Source: an optimization exercise on an open RTL-to-GDS flow (aim: small area, a short achievable clock period and few clock cycles per item). Production flows keep margins and buffers that such runs may drop.
Function was checked by simulation only, so behaviour that the tests miss may differ from the original.
Power and IR drop assume default switching activity.

==> design.v <==
module ism_ram #(
  parameter int WIDTH    = 64,
  parameter int DEPTH    = 64,
  parameter int RD_PORTS = 1
) (
  input  logic                                  clk,
  input  logic                                  wr_en,
  input  logic [$clog2(DEPTH)-1:0]              wr_addr,
  input  logic [WIDTH-1:0]                      wr_data,
  input  logic                                  rd_en,
  input  logic [RD_PORTS*$clog2(DEPTH)-1:0]     rd_addr,
  output logic [RD_PORTS*WIDTH-1:0]             rd_data
);
  localparam int AW = $clog2(DEPTH);
  logic [WIDTH-1:0] mem [DEPTH];
  always_ff @(posedge clk) begin
    if (wr_en) begin
      mem[wr_addr] <= wr_data;
    end
  end
  always_ff @(posedge clk) begin
    if (rd_en) begin
      for (int p = 0; p < RD_PORTS; p++) begin
        rd_data[p*WIDTH +: WIDTH] <= mem[rd_addr[p*AW +: AW]];
      end
    end
  end
endmodule
module ism_site_eval #(
  parameter int SIDE      = 64,
  parameter int PROB_BITS = 16
) (
  input  logic [SIDE-1:0]          up_row,
  input  logic [SIDE-1:0]          dn_row,
  input  logic [SIDE-1:0]          ctr_row,
  input  logic [$clog2(SIDE)-1:0]  col,
  input  logic [$clog2(SIDE)-1:0]  col_lf,
  input  logic [$clog2(SIDE)-1:0]  col_rt,
  input  logic [1:0]               op,           
  input  logic                     spin_value,
  input  logic [15:0]              draw,
  input  logic [15:0]              prob_four,
  input  logic [15:0]              prob_eight,
  output logic                     accepted,
  output logic                     flip,
  output logic                     new_spin,
  output logic [3:0]               bond,
  output logic [4:0]               de,
  output logic [SIDE-1:0]          new_row
);
  localparam int PW = (PROB_BITS < 16) ? PROB_BITS : 16;
  logic              s;
  logic [2:0]        n_up;
  logic signed [4:0] nsum;
  logic signed [4:0] bond5;
  logic signed [4:0] de_s;
  logic              acc;
  always_comb begin
    s     = ctr_row[col];
    n_up  = 3'(up_row[col]) + 3'(dn_row[col]) + 3'(ctr_row[col_lf]) + 3'(ctr_row[col_rt]);
    nsum  = $signed({1'b0, n_up, 1'b0}) - 5'sd4;
    bond5 = s ? -nsum : nsum;
    de_s  = -(bond5 <<< 1);
    if (de_s <= 0) begin
      acc = 1'b1;
    end else if (de_s == 5'sd4) begin
      acc = draw[PW-1:0] < prob_four[PW-1:0];
    end else if (de_s == 5'sd8) begin
      acc = draw[PW-1:0] < prob_eight[PW-1:0];
    end else begin
      acc = 1'b0;
    end
    case (op)
      2'd0:    flip = (s != spin_value);
      2'd1:    flip = acc;
      default: flip = 1'b0;
    endcase
    accepted = (op == 2'd1) && acc;
    new_spin = s ^ flip;
    bond     = bond5[3:0];
    de       = de_s;
    new_row      = ctr_row;
    new_row[col] = s ^ flip;
  end
endmodule
module ising_metropolis_spin_update #(
  parameter int SIDE      = 32,
  parameter int PROB_BITS = 16
) (
  input  logic        clk,
  input  logic        rst_n,
  input  logic        in_tvalid,
  output logic        in_tready,
  input  logic [31:0] in_tdata,    
  input  logic [1:0]  in_tuser,    
  output logic        out_tvalid,
  input  logic        out_tready,
  output logic [39:0] out_tdata,   
  input  logic        cfg_we,
  input  logic        cfg_index,
  input  logic [15:0] cfg_wdata
);
  localparam int IW       = $clog2(SIDE);
  localparam int ENERGY_W = 15;
  localparam int MAG_W    = 14;
  localparam int E_RST    = -2 * SIDE * SIDE;
  localparam int M_RST    = SIDE * SIDE;
  localparam logic [1:0] ST_CLEAR = 2'd0;
  localparam logic [1:0] ST_RUN   = 2'd1;
  localparam logic [1:0] ST_EXEC  = 2'd2;
  logic [5:0]  in_row;
  logic [5:0]  in_col;
  logic        in_spin;
  logic [15:0] in_draw;
  logic [1:0]  in_op;
  assign in_row  = in_tdata[5:0];
  assign in_col  = in_tdata[11:6];
  assign in_spin = in_tdata[12];
  assign in_draw = in_tdata[28:13];
  assign in_op   = in_tuser;
  logic [1:0]    state_r, state_nxt;
  logic          clearing;
  logic          commit;
  logic          in_hs;
  logic [IW-1:0] clr_r, clr_nxt;
  logic [15:0] prob_four_r, prob_eight_r;
  logic [1:0]    op_r;
  logic [IW-1:0] r_r, c_r, cl_r, cr_r;
  logic          spin_r;
  logic [15:0]   draw_r;
  logic [IW-1:0] r_in, c_in, up_in, dn_in, cl_in, cr_in;
  logic                 wr_en;
  logic [IW-1:0]        wr_addr;
  logic [SIDE-1:0]      wr_data;
  logic [2*IW-1:0]      nb_addr;
  logic [2*SIDE-1:0]    nb_rows;
  logic [IW-1:0]        ctr_addr;
  logic [SIDE-1:0]      ctr_rows;
  logic            ev_accepted, ev_flip, ev_new_spin;
  logic [3:0]      ev_bond;
  logic [4:0]      ev_de;
  logic [SIDE-1:0] new_row;
  logic [ENERGY_W-1:0] energy_r, energy_nxt;
  logic [MAG_W-1:0]    magnet_r, magnet_nxt;
  logic        out_valid_r, out_valid_nxt;
  logic [39:0] out_data_r;
  always_comb begin
    r_in  = IW'(in_row % SIDE);
    c_in  = IW'(in_col % SIDE);
    up_in = (r_in == '0) ? IW'(SIDE - 1) : r_in - IW'(1);
    dn_in = (r_in == IW'(SIDE - 1)) ? '0 : r_in + IW'(1);
    cl_in = (c_in == '0) ? IW'(SIDE - 1) : c_in - IW'(1);
    cr_in = (c_in == IW'(SIDE - 1)) ? '0 : c_in + IW'(1);
  end
  always_comb begin
    state_nxt = state_r;
    case (state_r)
      ST_CLEAR: if (clr_r == IW'(SIDE - 1)) state_nxt = ST_RUN;
      ST_RUN:   if (in_tvalid) state_nxt = ST_EXEC;
      ST_EXEC:  if (!out_valid_r || out_tready) state_nxt = ST_RUN;
      default:  state_nxt = ST_CLEAR;
    endcase
  end
  always_comb begin
    clearing  = 1'b0;
    in_tready = 1'b0;
    commit    = 1'b0;
    case (state_r)
      ST_CLEAR: clearing  = 1'b1;
      ST_RUN:   in_tready = 1'b1;
      ST_EXEC:  commit    = !out_valid_r || out_tready;
      default:  clearing  = 1'b0;
    endcase
  end
  assign in_hs   = in_tvalid && in_tready;
  assign clr_nxt = clearing ? clr_r + IW'(1) : clr_r;
  assign nb_addr  = {dn_in, up_in};
  assign ctr_addr = r_in;
  assign wr_en    = clearing || (commit && ev_flip);
  assign wr_addr  = clearing ? clr_r : r_r;
  assign wr_data  = clearing ? '1 : new_row;
  ism_ram #(
    .WIDTH    (SIDE),
    .DEPTH    (SIDE),
    .RD_PORTS (2)
  ) u_nb_ram (
    .clk     (clk),
    .wr_en   (wr_en),
    .wr_addr (wr_addr),
    .wr_data (wr_data),
    .rd_en   (in_hs),
    .rd_addr (nb_addr),
    .rd_data (nb_rows)
  );
  ism_ram #(
    .WIDTH    (SIDE),
    .DEPTH    (SIDE),
    .RD_PORTS (1)
  ) u_ctr_ram (
    .clk     (clk),
    .wr_en   (wr_en),
    .wr_addr (wr_addr),
    .wr_data (wr_data),
    .rd_en   (in_hs),
    .rd_addr (ctr_addr),
    .rd_data (ctr_rows)
  );
  ism_site_eval #(
    .SIDE      (SIDE),
    .PROB_BITS (PROB_BITS)
  ) u_eval (
    .up_row     (nb_rows[SIDE-1:0]),
    .dn_row     (nb_rows[2*SIDE-1:SIDE]),
    .ctr_row    (ctr_rows),
    .col        (c_r),
    .col_lf     (cl_r),
    .col_rt     (cr_r),
    .op         (op_r),
    .spin_value (spin_r),
    .draw       (draw_r),
    .prob_four  (prob_four_r),
    .prob_eight (prob_eight_r),
    .accepted   (ev_accepted),
    .flip       (ev_flip),
    .new_spin   (ev_new_spin),
    .bond       (ev_bond),
    .de         (ev_de),
    .new_row    (new_row)
  );
  always_comb begin
    energy_nxt = energy_r;
    magnet_nxt = magnet_r;
    if (commit && ev_flip) begin
      energy_nxt = energy_r + {{(ENERGY_W - 5){ev_de[4]}}, ev_de};
      magnet_nxt = ev_new_spin ? magnet_r + MAG_W'(2) : magnet_r - MAG_W'(2);
    end
  end
  always_comb begin
    if (commit) begin
      out_valid_nxt = 1'b1;
    end else if (out_tready) begin
      out_valid_nxt = 1'b0;
    end else begin
      out_valid_nxt = out_valid_r;
    end
  end
  always_ff @(posedge clk) begin
    if (!rst_n) begin
      state_r      <= ST_CLEAR;
      clr_r        <= '0;
      out_valid_r  <= 1'b0;
      energy_r     <= E_RST[ENERGY_W-1:0];
      magnet_r     <= M_RST[MAG_W-1:0];
      prob_four_r  <= '0;
      prob_eight_r <= '0;
    end else begin
      state_r     <= state_nxt;
      clr_r       <= clr_nxt;
      out_valid_r <= out_valid_nxt;
      energy_r    <= energy_nxt;
      magnet_r    <= magnet_nxt;
      if (cfg_we) begin
        if (cfg_index) prob_eight_r <= cfg_wdata;
        else           prob_four_r  <= cfg_wdata;
      end
    end
  end
  always_ff @(posedge clk) begin
    if (in_hs) begin
      op_r   <= in_op;
      r_r    <= r_in;
      c_r    <= c_in;
      cl_r   <= cl_in;
      cr_r   <= cr_in;
      spin_r <= in_spin;
      draw_r <= in_draw;
    end
    if (commit) begin
      out_data_r <= {magnet_nxt, energy_nxt, ev_new_spin, ev_de, ev_bond, ev_accepted};
    end
  end
  assign out_tvalid = out_valid_r;
  assign out_tdata  = out_data_r;
endmodule
==> run.sh <==
#!/bin/bash
# synth_recipe.tcl (not shown) runs the flow's synth.tcl, then flattens the netlist and writes it again
# the make line also repeats each setting of config.mk as NAME=value (left out here)
make -C /OpenROAD-flow-scripts/flow DESIGN_CONFIG=/design/flow/config.mk WORK_HOME=/design/flow/orfs CLKGATE_MAP_FILE= SYNTH_SCRIPT=/design/flow/synth_recipe.tcl finish
==> config.mk <==
export PLATFORM = sky130hd
export DESIGN_NAME = ising_metropolis_spin_update
export DESIGN_NICKNAME = ising_metropolis_spin_update
export VERILOG_FILES = /design/flow/design.v
export SDC_FILE = /design/flow/constraint.sdc
export NUM_CORES = 4
export LEC_CHECK = 0
export CAP_MARGIN = 20
export CORE_MARGIN = 2
export CORE_UTILIZATION = 40
export SLEW_MARGIN = 20
==> constraint.sdc <==
create_clock -name core_clock -period 9.0 [get_ports {clk}]
set_input_delay 1.8000 -clock core_clock [delete_from_list [all_inputs] [get_ports {clk}]]
set_output_delay 1.8000 -clock core_clock [all_outputs]
set_load 0.01 [all_outputs]
==> out/results.ini <==
[run_status]
status=complete, no violations

[logic_synthesis]
synthCells=5310
ys_ff_latch=1258
yosys.area.top_type=edfxtp_1
synth_area_um2=68730
seq_area_frac_synth=0.5401
avgSynthCellArea_um2=12.94
netlist_top_cells_area=edfxtp_1 (52%), mux4_2 (16%), nand2_1 (4.8%), o221ai_1 (4.0%), clkbuf_1 (2.4%)
synth-edff-count=1192
async_flop_share=0
synthDominantCellAreaShare=0.5208
yosysWarningCount=4
netlist-cell-type-count=73
yosys_most_used_dff=edfxtp_1

[clock_network]
clock-root-buffer=clkbuf_16
cts_resized=0
cts_buffers=141
cts_max_level=4
holdBufCountCts=0
cts_max_path_buffers=3
cts_tree=built
clock_sinks=1258
path_clk_slew_ns=0.06
cts_setup_buffers=0
clk_latency_ns=0.80

[placed_design]
dpl.hpwl_um=138500
place_congestion=0.9431
post-place-ws_ns=0.6878
portBuffers=86

[setup_path]
path_max_fanout=38
r2r_cells=26
path_class=reg2reg
start_kind=register
cp-end-kind=register
worst_r2r_endpoint=out_data_r[39]
regToRegStartpoint=c_r[0]
arrival_ns=8.83
worstPathRequired_ns=9.53
worstSetupStartpoint=c_r[0]
rrSetupSlack_ns=0.70

[power]
p_leak_nw=24.16
worst_ir_drop_vdd_uv=172.4
power.switching_w=0.003718
power.internal_w=0.01040
p_clk_frac=0.418
power_frac_seq=0.451
swShare=0.2632
powerDensity_nw_per_um2=182.4
p_comb_frac=0.131

[detailed_routing]
wl_per_cell_um=32.56
vias=52660
ant_nets=0
drt_pass1_iterations=12
drtIter0Drc=8733
wl_um=245300
drc=0
vias_per_cell=6.991

[cells_and_area]
final_common_cell=edfxtp_1
nets=5320
drive_gt1_frac=0.1999
layout_common_cells=edfxtp_1 (1192), nand2_1 (878), mux4_2 (497), o221ai_1 (317), o21ai_0 (267)
area_delta_synth_final_pct=12.64

[global_route]
gr-usage-met2=0.4100
grt_pass1_vias=50540
antenna_found_initial=14
overflow=0
met1_usage=0.3669
top_usage_layer=met2
grt_usage=0.2751
grtUsageMet3=0.07305
grt_pass1_wl_um=351900
grt_max_degree=144

[sta]
tightest_slew_ns=1.173
setup_tns_ns=0
finClkSkew_ns=0.03127
hold_viol_final=0
period_needed_ns=8.295
worst_slack_ns=0.7046
slew_viol_final=0
max_freq_ghz=0.1205
finalSetupViolations=0
period_share=0.9217
slew_headroom=0.2180
rsz0062_at_grt=false

[die]
die-area_um2=175100
io_pins=98
fp.dieW_um=418.5
core-area_um2=171200
start_util=0.4015
row_count=152
die_h_um=418.5

[job]
maxCapViolations=0

[min_path]
min_path_type=reg2reg
holdPathStages=2
holdPathEnd=prob_four_r[4]
min-delay-start=prob_four_r[4]

[power by group through the flow]
stage                     combinational (W)  sequential [W]  clock [W]
final                               0.00185         0.00638    0.00590
after global routing                0.00192         0.00637    0.00618
after CTS                           0.00180         0.00638    0.00594
after detailed placement            0.00180         0.00650          0
after global placement              0.00179         0.00650          0
after floorplan                     0.00113         0.00650          0
[sequential cells by signal (all words and copies together) (netlist names)]
register,flops
spin_r,1
prob_four_r,16
cr_r,5
out_data_r,33
r_r,5
op_r,2
u_ctr_ram.rd_data,32
cl_r,5
c_r,5
clr_r,5
state_r,2
prob_eight_r,16
u_nb_ram.rd_data,64
magnet_r,13
energy_r,13
out_valid_r,1
u_nb_ram.mem,1024
draw_r,16
[how the worst max path moves through the flow]
stage,to,slack [ns],cells past startpoint
after global routing,out_data_r[39],0.30,26
final,out_data_r[39],0.70,26
after global placement,out_data_r[39],0.76,26
after detailed placement,out_data_r[39],0.69,26
after CTS,out_data_r[39],0.68,26
after floorplan,u_nb_ram.mem[18][0],0.14,22
[cell usage after synthesis (27+ instances only)]
cell type / count
edfxtp_1: 1192
nand2_1: 882
mux4_2: 497
clkbuf_1: 432
o221ai_1: 317
o21ai_0: 275
nand3_1: 213
a21oi_1: 180
a311oi_1: 157
or3_1: 132
a211oi_1: 80
ha_1: 71
and3_1: 70
buf_1: 66
dfxtp_1: 66
inv_1: 63
o22ai_1: 54
mux2i_1: 52
mux2_2: 51
o211ai_1: 46
nor2_1: 39
a31oi_1: 37
a31o_2: 33
nand4_1: 29
and2_1: 27
[cells by family (layout without fill, tap and decap cells)]
logic type,after synthesis,after routing,share of synthesized area
other,1,8,0.00005456
AOI/OAI and AO/OA,1289,1289,0.1336
and+or+nand+nor,1465,1465,0.09638
xor gates and xnor gates,27,27,0.003441
muxes,600,600,0.1788
DFF,1258,1258,0.5401
adders and majority gates,75,75,0.01409
buffers and inverters,595,578,0.03361
[per-layer routing]
metal / wire length, µm / share of wire
met4: 14370 / 0.059
met5: 122 / 0.00050
met1: 91110 / 0.37
met2: 107900 / 0.44
met3: 31750 / 0.13
[final cells by class]
cell class | instances | area (µm²)
fill | 15140 | 93750
multi-input combinational | 3462 | 29900
timing repair buffer | 261 | 2696
clock buffer | 171 | 3714
clock inverter | 81 | 935.9
tap | 2233 | 2794
inverter | 65 | 251.5
sequential | 1258 | 37120
antenna | 2 | 5.005
[through the flow]
| stage | util | hold slack [ns] | cell area, µm² | instances | total power (W) |
|---|---|---|---|---|---|
| after floorplan | - | 0.4318 | 68740 | 5315 | 0.007625 |
| after global placement | 0.4249 | 0.4406 | 72740 | 7279 | 0.008287 |
| after detailed placement | 0.4250 | 0.4467 | 72750 | 7279 | 0.008295 |
| after CTS | 0.4522 | 0.4545 | 77400 | 7531 | 0.01412 |
| after global routing | 0.4522 | 0.4688 | 77410 | 7531 | 0.01447 |
| final | 0.4523 | 0.4535 | 77410 | 7533 | 0.01412 |
[worst max-delay path: stages, from the launching register on]
cell and delay, ns:
edfxtp_1 0.37, buf_12 0.26, mux4_2 0.59, mux4_2 0.53
mux2_2 0.29, ha_1 0.28, inv_1 0.05, fa_1 0.67
inv_1 0.17, fa_1 0.37, mux2_2 0.28, ha_1 0.29
buf_4 0.20, nor4b_1 0.28, o21ai_0 0.14, a21oi_1 0.13
o22ai_1 0.18, a2111oi_0 0.79, a211oi_4 0.17, ha_1 0.38
nor2b_1 0.16, o31ai_1 0.39, a21oi_1 0.22, o2111ai_1 0.28
and3_1 0.19, o221ai_1 0.16, xnor2_1 0.17
Testbench counts, summed over its fixed seeds: cycles 24,008, items 12,000.

-- re-timing with driven ports --
The flow's constraints put no driver on any port. The routed layout listed below was extracted and timed again, unchanged, in two steps. Step 1 assumes that a clkbuf_16 drives the clock port and a buf_2 every other input. Step 2 also shifts input and output timing later by t, the mid clock arrival at the registers, as if the neighbouring blocks saw the same clock. Slacks: ideal / step 1 / step 2; pairs: ideal / step 1.
t, ns: 0.873
setup slack, ns: 0.705 / 0.705 / 0.705
worst hold slack (ns): 0.454 / 0.454 / 0.454
worst slew at a driven data input, ns: 0.13
After both steps this run still meets setup and hold. For this run, drivers alone change the setup slack by 0.000 ns; drivers and shift together by 0.000 ns.
